Source: an optimization exercise on an open RTL-to-GDS flow (aim: small area and a short achievable clock period). Production flows keep margins and buffers that such runs may drop.
In this exercise RTL edits were held to simulation tests only and were not proved equivalent to the original.

== birch ==
// pe_pipelined
module pe_pipelined #(
    parameter int unsigned W_DEPTH = 4,
    parameter int unsigned PIPE    = 2,
    localparam int unsigned ADDR_W = (W_DEPTH > 1) ? $clog2(W_DEPTH) : 1
) (
    input  logic              clk,
    input  logic              reset,
    input  logic              load_cfg,
    input  logic [2:0]        load_op,
    input  logic              load_wen,
    input  logic [ADDR_W-1:0] load_addr,
    input  logic [31:0]       load_data,
    input  logic              in_valid,
    output logic              in_ready,
    input  logic [31:0]       a,
    input  logic [31:0]       b,
    input  logic [31:0]       c,
    output logic              out_valid,
    input  logic              out_ready,
    output logic [31:0]       out_data,
    output logic              busy
);
Size in the first run: about 6,100 cells after synthesis, ~280 flip-flops, ~43,000 um^2 of cells after synthesis.
==> flow/config.mk <==
export PLATFORM = sky130hd
export DESIGN_NAME = pe_pipelined
export DESIGN_NICKNAME = pe_pipelined
export VERILOG_FILES = /design/flow/design.v
export SDC_FILE = /design/flow/constraint.sdc
export NUM_CORES = 4
export LEC_CHECK = 0
export ABC_AREA = 1
export CAP_MARGIN = 20
export CORE_MARGIN = 2
export CORE_UTILIZATION = 50
export CTS_BUF_LIST = sky130_fd_sc_hd__clkbuf_8
export SLEW_MARGIN = 20
export SYNTH_HIERARCHICAL = 1
==> flow/constraint.sdc <==
create_clock -name core_clock -period 30.0 [get_ports {clk}]
set_input_delay 6.0000 -clock core_clock [delete_from_list [all_inputs] [get_ports {clk}]]
set_output_delay 6.0000 -clock core_clock [all_outputs]
set_load 0.01 [all_outputs]
standard.sh (not shown) runs the stock make flow with config.mk's settings and CLKGATE_MAP_FILE= SYNTH_SCRIPT=/design/flow/synth_recipe.tcl, a recipe that flattens the netlist after the stock synthesis.
==> flow/flow/run.sh <==
#!/bin/bash
set -euo pipefail
export SETUP_SLACK_MARGIN=17
export TNS_END_PERCENT=5
export BUFFER_PORTS_ARGS="-buffer_cell sky130_fd_sc_hd__buf_1"
bash standard.sh > standard_make.log 2>&1
diff inputs: birch => maple
--- a/flow/flow/run.sh
+++ b/flow/flow/run.sh
@@ -3 +3 @@
-export SETUP_SLACK_MARGIN=17
+export SETUP_SLACK_MARGIN=16.5
[summary]
met3 wirelength from detailed routing ended up 0.67% higher on maple than on birch. For number of setup buffers added after CTS, dividing the value from birch by the value from maple gives 1.4. Number of filler cells placed in the layout up 0.89% in maple wrt birch. On global-route usage: maple sits below birch. Cell area after synthesis came out exactly the same in birch and maple. Non-clock buffer count in the final layout delta for maple relative to birch: 42 lower.

* * *

== run A ==
pe_pipelined, a different RTL version from the one above (not shown whole).
For scale: ~6100 cells after synthesis, roughly 270 flip-flops, about 170 I/O pins, ~43000 µm² of cells after synthesis.
## pe_pipelined
module pe_pipelined #(
    parameter int unsigned W_DEPTH = 4,
    parameter int unsigned PIPE    = 2,
    localparam int unsigned ADDR_W = (W_DEPTH > 1) ? $clog2(W_DEPTH) : 1
) (
    input  logic              clk,
    input  logic              reset,
    input  logic              load_cfg,
    input  logic [2:0]        load_op,
    input  logic              load_wen,
    input  logic [ADDR_W-1:0] load_addr,
    input  logic [31:0]       load_data,
    input  logic              in_valid,
    output logic              in_ready,
    input  logic [31:0]       a,
    input  logic [31:0]       b,
    input  logic [31:0]       c,
    output logic              out_valid,
    input  logic              out_ready,
    output logic [31:0]       out_data,
    output logic              busy
);
export LEC_CHECK = 0
export ABC_AREA = 1
export CAP_MARGIN = 10
export CORE_MARGIN = 2
export CORE_UTILIZATION = 50
export CTS_BUF_LIST = sky130_fd_sc_hd__clkbuf_8
export SLEW_MARGIN = 10
export SYNTH_HIERARCHICAL = 1
create_clock -name core_clock -period 30.0 [get_ports {clk}]
==> flow/flow/run.sh <==
#!/bin/bash
set -euo pipefail
export SETUP_SLACK_MARGIN=16.5
export TNS_END_PERCENT=5
export BUFFER_PORTS_ARGS="-buffer_cell sky130_fd_sc_hd__buf_1"
bash standard.sh > standard_make.log 2>&1
--- input diff run A..run B ---
- a change of CAP_MARGIN from 10 to 20
- a change of SLEW_MARGIN from 10 to 20
-- flow/flow/run.sh --
<<< run A, line 2
set -euo pipefail
export SETUP_SLACK_MARGIN=16.5
export TNS_END_PERCENT=5
>>> run B, line 2
set -euo pipefail
export SETUP_SLACK_MARGIN=18.25
export TNS_END_PERCENT=5
- As of run B, non-clock inverter total of the final layout had risen slightly compared to run A.
- Run B: cell count 3.3% above run A
- Looking at total met3 wirelength after detailed routing across run A and run B, the one that comes out higher is run B.
- Run comparison: run A launching element of the worst setup path s1_my[19]$_DFFE_PP_; run B launching element of the worst setup path out_ready
- From run A to run B the numbers moved as follows: worst setup timing slack at the placement stage moved up; fraction of layout cells with a size suffix above 1 now sits higher.
- Compare run A and run B | portion of the clock cycle consumed by the worst path in the final layout higher: run A
diff inputs: run B => run C
-- flow/flow/run.sh --
<<< run B, line 2
set -euo pipefail
export SETUP_SLACK_MARGIN=18.25
export TNS_END_PERCENT=5
>>> run C, line 2
set -euo pipefail
export SETUP_SLACK_MARGIN=16.5
export TNS_END_PERCENT=5
### Flow results
Run C: done, clean on timing, DRC and antenna
Of the two values seen for critical path class, reg -> reg was produced by run C and in -> reg by run B.
Going from run B to run C, pin slew with the least headroom to its limit grows by 53 ps.
On via count of the first global-routing pass: between run B and run C, it ends up higher for run B.
Looking only at first-pass GRT wire length, and setting everything else aside, the lower value of run B and run C goes to run C.
A beginning of the critical path of out_ready is what run B shows, while s1_mx[8]$_DFFE_PP_ belongs to run C.
Run C ended up with a lower highest net fanout along the worst path than run B did.
The via count reported for run C is lower than the one for run B.
Setup slack is higher on run B
The inputs of run D differ from those of run C as listed below.
- a deleted CTS_BUF_LIST that had been sky130_fd_sc_hd__clkbuf_8
- a change of CORE_UTILIZATION from 50 to 56
==> flow/flow/run.sh <==
#!/bin/bash
set -euo pipefail
export SETUP_SLACK_MARGIN=16.5
export TNS_END_PERCENT=5
export BUFFER_PORTS_ARGS="-buffer_cell sky130_fd_sc_hd__buf_2"
bash standard.sh > standard_make.log 2>&1
==> comparison <==
Diff run C -> run D | fraction of area in multi-input gates | increase of 0.31 points. No stage failed in run D, and the final checks on the layout all came back clean. In the route summary, run D ends up with a via count exceeding that of run C. Changes observed in run D relative to run C: critical path depth fell 7; number of clock buffers in the layout fell 11; chip width fell about 5.4%; hold slack fell 6.0 ps. First-pass GRT wire length on run D is ahead of run C. Where wire length after detailed routing is concerned, run C is outperformed by run D. Clock buffer count from CTS, run C and run D: higher on run C. The multi-input logic area reported for run D is greater than that of run C by about 0.7%.
## Diff of input files: run E against run D
- setting CTS_BUF_LIST to sky130_fd_sc_hd__clkbuf_8 for the first time
- changing CORE_UTILIZATION from 56 to 50
-- flow/flow/run.sh --
<<< run D, line 2
set -euo pipefail
export SETUP_SLACK_MARGIN=16.5
export TNS_END_PERCENT=5
>>> run E, line 2
set -euo pipefail
export SETUP_SLACK_MARGIN=17.25
export TNS_END_PERCENT=5
## What came out
- Number of fillers in the final layout (run E vs. run D) increases by more than 10%
- Delta (run E minus run D): routed wire length went up; post-DP HPWL went up; non-filler instance count after layout went up.

* * *

== yarrow ==
Another version of the RTL of pe_pipelined (not shown whole).
Size: roughly 6100 cells after synthesis, roughly 280 flip-flops, ~170 I/O pins.
export LEC_CHECK = 0
export ABC_AREA = 1
export CAP_MARGIN = 20
export CORE_MARGIN = 2
export CORE_UTILIZATION = 50
export CTS_BUF_LIST = sky130_fd_sc_hd__clkbuf_8
export SLEW_MARGIN = 20
export SYNTH_HIERARCHICAL = 1
create_clock -name core_clock -period 30.0 [get_ports {clk}]
==> flow/flow/run.sh <==
#!/bin/bash
set -euo pipefail
export SETUP_SLACK_MARGIN=17.5
export TNS_END_PERCENT=2
export BUFFER_PORTS_ARGS="-buffer_cell sky130_fd_sc_hd__buf_1"
bash standard.sh > standard_make.log 2>&1
yarrow: flow completed, timing, DRC and antenna clean
> inputs changed (yarrow -> zinc)
==> flow/flow/run.sh <==
#!/bin/bash
set -euo pipefail
export SETUP_SLACK_MARGIN=17.0
export TNS_END_PERCENT=5
export BUFFER_PORTS_ARGS="-buffer_cell sky130_fd_sc_hd__buf_1"
bash standard.sh > standard_make.log 2>&1
--- outcome ---
- yarrow closes out successfully: all stages finished, all timing, DRC and antenna checks passed.
- zinc | stages: all done | timing, DRC, antenna: all pass
- Measured against each other, zinc and yarrow differ in portion of the clock cycle consumed by the worst path in the final layout, the lower figure coming from yarrow.
- Summary of zinc over yarrow: vertical die dimension flat, maximum clock rate fell by about 2.3%.
- In zinc relative to yarrow, non-clock buffer count had gone down by a little under 10%.

* * *

pe_pipelined, a different RTL version from the one above (not shown whole).
Size: roughly 6100 cells after synthesis, about 270 flip-flops, about 42000 um2 of cells after synthesis.
==> flow/config.mk <==
export PLATFORM = sky130hd
export DESIGN_NAME = pe_pipelined
export DESIGN_NICKNAME = pe_pipelined
export VERILOG_FILES = /design/flow/design.v
export SDC_FILE = /design/flow/constraint.sdc
export NUM_CORES = 4
export LEC_CHECK = 0
export ABC_AREA = 1
export CAP_MARGIN = 20
export CORE_MARGIN = 2
export CORE_UTILIZATION = 50
export SLEW_MARGIN = 20
export SYNTH_HIERARCHICAL = 1
==> flow/constraint.sdc <==
create_clock -name core_clock -period 30.0 [get_ports {clk}]
set_input_delay 6.0000 -clock core_clock [delete_from_list [all_inputs] [get_ports {clk}]]
set_output_delay 6.0000 -clock core_clock [all_outputs]
set_load 0.01 [all_outputs]
==> flow/flow/run.sh <==
#!/bin/bash
# Standard layout (the standard.sh: ORFS synthesis through final routing), with the timing
# repair steps asked to keep a setup margin, so that they keep improving the worst path below
# the 30 ns clock. Clock, I/O delays and all other constraints are the design's own.
set -euo pipefail
export SETUP_SLACK_MARGIN=16.5
export TNS_END_PERCENT=5
bash standard.sh > standard_make.log 2>&1
Rerun with:
--- a/flow/flow/run.sh
+++ b/flow/flow/run.sh
@@ -4,5 +4,5 @@
 # the 30 ns clock. Clock, I/O delays and all other constraints are the design's own.
 set -euo pipefail
-export SETUP_SLACK_MARGIN=16.5
+export SETUP_SLACK_MARGIN=15.5
 export TNS_END_PERCENT=5
 bash standard.sh > standard_make.log 2>&1
Result: Design area goes down by 2.6%. Wire length goes down by 2.0%. Via count goes down by 1.3%. Setup slack degrades by 530 ps. Synthesized cell count is unchanged. Fmax goes down by 3.8%. Die area does not change. Hold slack hardly moves. Area after synthesis stays the same.

* * *

pe_pipelined, a different RTL version from the one above (not shown whole).
Size in the first run: about 6600 cells after synthesis, ~270 flip-flops, roughly 170 I/O pins, about 0.046 mm^2 of cells after synthesis.
Settings: LEC_CHECK=0, ABC_AREA=1, CAP_MARGIN=20, CORE_MARGIN=2, CORE_UTILIZATION=40, SLEW_MARGIN=20, SYNTH_HIERARCHICAL=1; clock period 30.0 ns.
==> flow/flow/run.sh <==
#!/bin/bash
# Standard layout (the standard.sh: ORFS synthesis through final routing), with the timing
# repair steps asked to keep a setup margin, so that they keep improving the worst path below
# the 30 ns clock. Clock, I/O delays and all other constraints are the design's own.
set -euo pipefail
export SETUP_SLACK_MARGIN=14
export TNS_END_PERCENT=10
bash standard.sh > standard_make.log 2>&1
The starting point produced a clean layout.
Change:
==> flow/run.sh (new file) <==
#!/bin/bash
# synth_recipe.tcl (not shown) runs the flow's synth.tcl, then flattens the netlist and writes it again
# the make line also repeats each setting of config.mk as NAME=value (left out here)
make -C /OpenROAD-flow-scripts/flow DESIGN_CONFIG=/design/flow/config.mk WORK_HOME=/design/flow/orfs CLKGATE_MAP_FILE= SYNTH_SCRIPT=/design/flow/synth_recipe.tcl finish
removed: flow/flow/run.sh
removed: flow/standard.sh
The changed run finished with timing, DRC and antenna clean.
Wire length falls by 1.2%.
Design area falls by 0.76%.
Critical path depth rises by 15.
Core utilization falls by 0.33 points.
Worst hold slack stays flat.
Global-route usage falls by 0.14 points.
Register-to-register slack is worse by 2.3 ns.
Flip-flop and latch count is unchanged.

* * *

job 1500:
RTL: one of the versions met above, not the one the previous note started from.
Size in the first run: ~6100 cells after synthesis, roughly 270 flip-flops, ~170 I/O pins, roughly 43000 um2 of cells after synthesis.
clock: 30.0 ns
lec_check: 0
abc_area: 1
cap_margin: 20
core_margin: 2
core_utilization: 50
cts_buf_list: sky130_fd_sc_hd__clkbuf_8
cts_cluster_size: 24
slew_margin: 20
synth_hierarchical: 1
==> flow/flow/run.sh <==
#!/bin/bash
set -euo pipefail
export SETUP_SLACK_MARGIN=16.5
export TNS_END_PERCENT=5
export BUFFER_PORTS_ARGS="-buffer_cell sky130_fd_sc_hd__buf_1"
bash standard.sh > standard_make.log 2>&1
Edits applied to the flow inputs when going from job 1500 to job 6162:
- CTS_CLUSTER_SIZE no longer set, was 24
-- flow/flow/run.sh --
<<< job 1500, line 3
export SETUP_SLACK_MARGIN=16.5
>>> job 6162, line 3
export SETUP_SLACK_MARGIN=17.75
Findings:
- Fraction of final layout cells with drive strength greater than 1, job 1500 and job 6162: smaller value in job 1500
- Between job 6162 and job 1500, it is job 6162 whose part of the cycle the worst path needs is lower, by 2.1 points.
- Going from job 1500 to job 6162, number of combinational gates with multiple inputs closely matched the old numbers; final area now sits higher; count of buffering cells on the critical path with inverters included went down.
- Job 6162 vs. job 1500: count of buffers added by post-CTS timing repair for setup increased by 122 relative to the old numbers, routed wire length on met3 increased by 26% relative to the old numbers, non-clock buffer count increased by 220 relative to the old numbers.
- Job 6162: number of search-and-repair iterations in the first detailed-routing pass 2 below job 1500

* * *

pe_pipelined again, from the RTL that the note above started with.
Design pe_pipelined, start of the top module:
module pe_pipelined #(
    parameter int unsigned W_DEPTH = 4,
    parameter int unsigned PIPE    = 2,
    localparam int unsigned ADDR_W = (W_DEPTH > 1) ? $clog2(W_DEPTH) : 1
) (
    input  logic              clk,
    input  logic              reset,
    input  logic              load_cfg,
    input  logic [2:0]        load_op,
    input  logic              load_wen,
    input  logic [ADDR_W-1:0] load_addr,
    input  logic [31:0]       load_data,
    input  logic              in_valid,
    output logic              in_ready,
    input  logic [31:0]       a,
    input  logic [31:0]       b,
    input  logic [31:0]       c,
    output logic              out_valid,
    input  logic              out_ready,
    output logic [31:0]       out_data,
    output logic              busy
);
clock: 30.0 ns
lec_check: 0
abc_area: 1
cap_margin: 20
core_margin: 2
core_utilization: 50
cts_buf_list: sky130_fd_sc_hd__clkbuf_8
slew_margin: 20
synth_hierarchical: 1
==> flow/flow/run.sh <==
#!/bin/bash
set -euo pipefail
export SETUP_SLACK_MARGIN=17.25
export TNS_END_PERCENT=5
export BUFFER_PORTS_ARGS="-buffer_cell sky130_fd_sc_hd__buf_1"
bash standard.sh > standard_make.log 2>&1
==> next run, changes <==
==> flow/flow/run.sh (replaced) <==
#!/bin/bash
set -euo pipefail
export SETUP_SLACK_MARGIN=16.5
export TNS_END_PERCENT=5
export BUFFER_PORTS_ARGS="-buffer_cell sky130_fd_sc_hd__buf_2"
bash standard.sh > standard_make.log 2>&1
CTS_BUF_LIST = default   (was sky130_fd_sc_hd__clkbuf_8)
Clock-buffer cell count goes down by 7.
Sequential share of layout area goes up by 0.60 points.
Area after synthesis stays the same.
Cell count goes down by 1.6%.
Die area does not change.
==> next run, changes <==
==> flow/flow/run.sh (replaced) <==
#!/bin/bash
set -euo pipefail
export SETUP_SLACK_MARGIN=16.75
export TNS_END_PERCENT=5
export BUFFER_PORTS_ARGS="-buffer_cell sky130_fd_sc_hd__buf_1"
bash standard.sh > standard_make.log 2>&1
CTS_BUF_LIST = sky130_fd_sc_hd__clkbuf_8   (was default)
Outcome: The new run passed the timing, design-rule and antenna checks. Die area stays the same. Utilization grows by 0.44 points. Non-clock buffer count grows by 43. Cell area grows slightly. Area after synthesis stays the same.
==> next run, changes <==
--- a/flow/flow/run.sh
+++ b/flow/flow/run.sh
@@ -3 +3 @@
-export SETUP_SLACK_MARGIN=16.75
+export SETUP_SLACK_MARGIN=16.5
CTS_BUF_LIST = sky130_fd_sc_hd__clkbuf_4   (was sky130_fd_sc_hd__clkbuf_8)
Final cell count is about the same.
Worst hold slack hardly moves.
Register-to-register slack got worse by 0.24 ns.
Design area falls by 1.2%.
Maximum frequency falls by 1.8%.
Setup slack got worse by 0.24 ns.

-- static timing again, ports no longer ideal --
No port has a modelled driver above. Below, the same layouts with a new extraction and two added sets of constraints. Step 1 (the two cells are an assumption about what drives the block):
set clk [get_ports {clk}]
set_driving_cell -lib_cell sky130_fd_sc_hd__clkbuf_16 $clk
set_driving_cell -lib_cell sky130_fd_sc_hd__buf_2 [delete_from_list [all_inputs] $clk]
Step 2 moves the port delays by t, midway between the first and last clock arrival at a register: inputs arrive t later, outputs are due t later. That takes back most of the time a late clock gives input paths. Three values: no drivers, after step 1, after step 2; two values: the first two.
run	t, ns	setup slack, ns	slew at the worst register clock pin (ns)
birch	0.628	17.219 / 17.219 / 17.219	0.08 / 0.08
maple	0.625	16.681 / 16.681 / 16.681	0.08 / 0.08
run A	0.641	16.873 / 16.873 / 16.873	0.08 / 0.08
run B	0.637	17.447 / 17.465 / 16.827	0.07 / 0.07
run C	0.656	16.917 / 16.917 / 16.917	0.07 / 0.07
run D	0.626	16.816 / 16.816 / 16.816	0.07 / 0.07
run E	0.663	17.357 / 17.339 / 17.339	0.07 / 0.07
yarrow	0.647	17.527 / 17.505 / 17.505	0.07 / 0.07
zinc	0.649	17.234 / 17.211 / 17.211	0.08 / 0.08
the first run of note 4	0.631	16.629 / 16.605 / 16.605	0.10 / 0.10
the second run of note 4	0.627	16.094 / 16.094 / 16.094	0.09 / 0.09
the first run of note 5	0.621	14.762 / 14.762 / 14.762	0.07 / 0.07
the second run of note 5	0.623	12.440 / 12.440 / 12.440	0.07 / 0.07
job 1500	0.656	16.917 / 16.917 / 16.917	0.07 / 0.07
job 6162	0.640	17.540 / 17.520 / 16.950	0.07 / 0.07
the first run of note 7	0.651	17.358 / 17.335 / 17.335	0.07 / 0.07
the second run of note 7	0.629	16.865 / 16.865 / 16.865	0.08 / 0.08
the third run of note 7	0.653	17.101 / 17.101 / 17.101	0.07 / 0.07
the fourth run of note 7	0.834	16.866 / 16.866 / 16.866	0.10 / 0.10
After both steps setup and hold are still met in every run listed. The setup slack of run B, which loses most, moves by +0.018 ns with the drivers and by -0.620 ns with both steps.
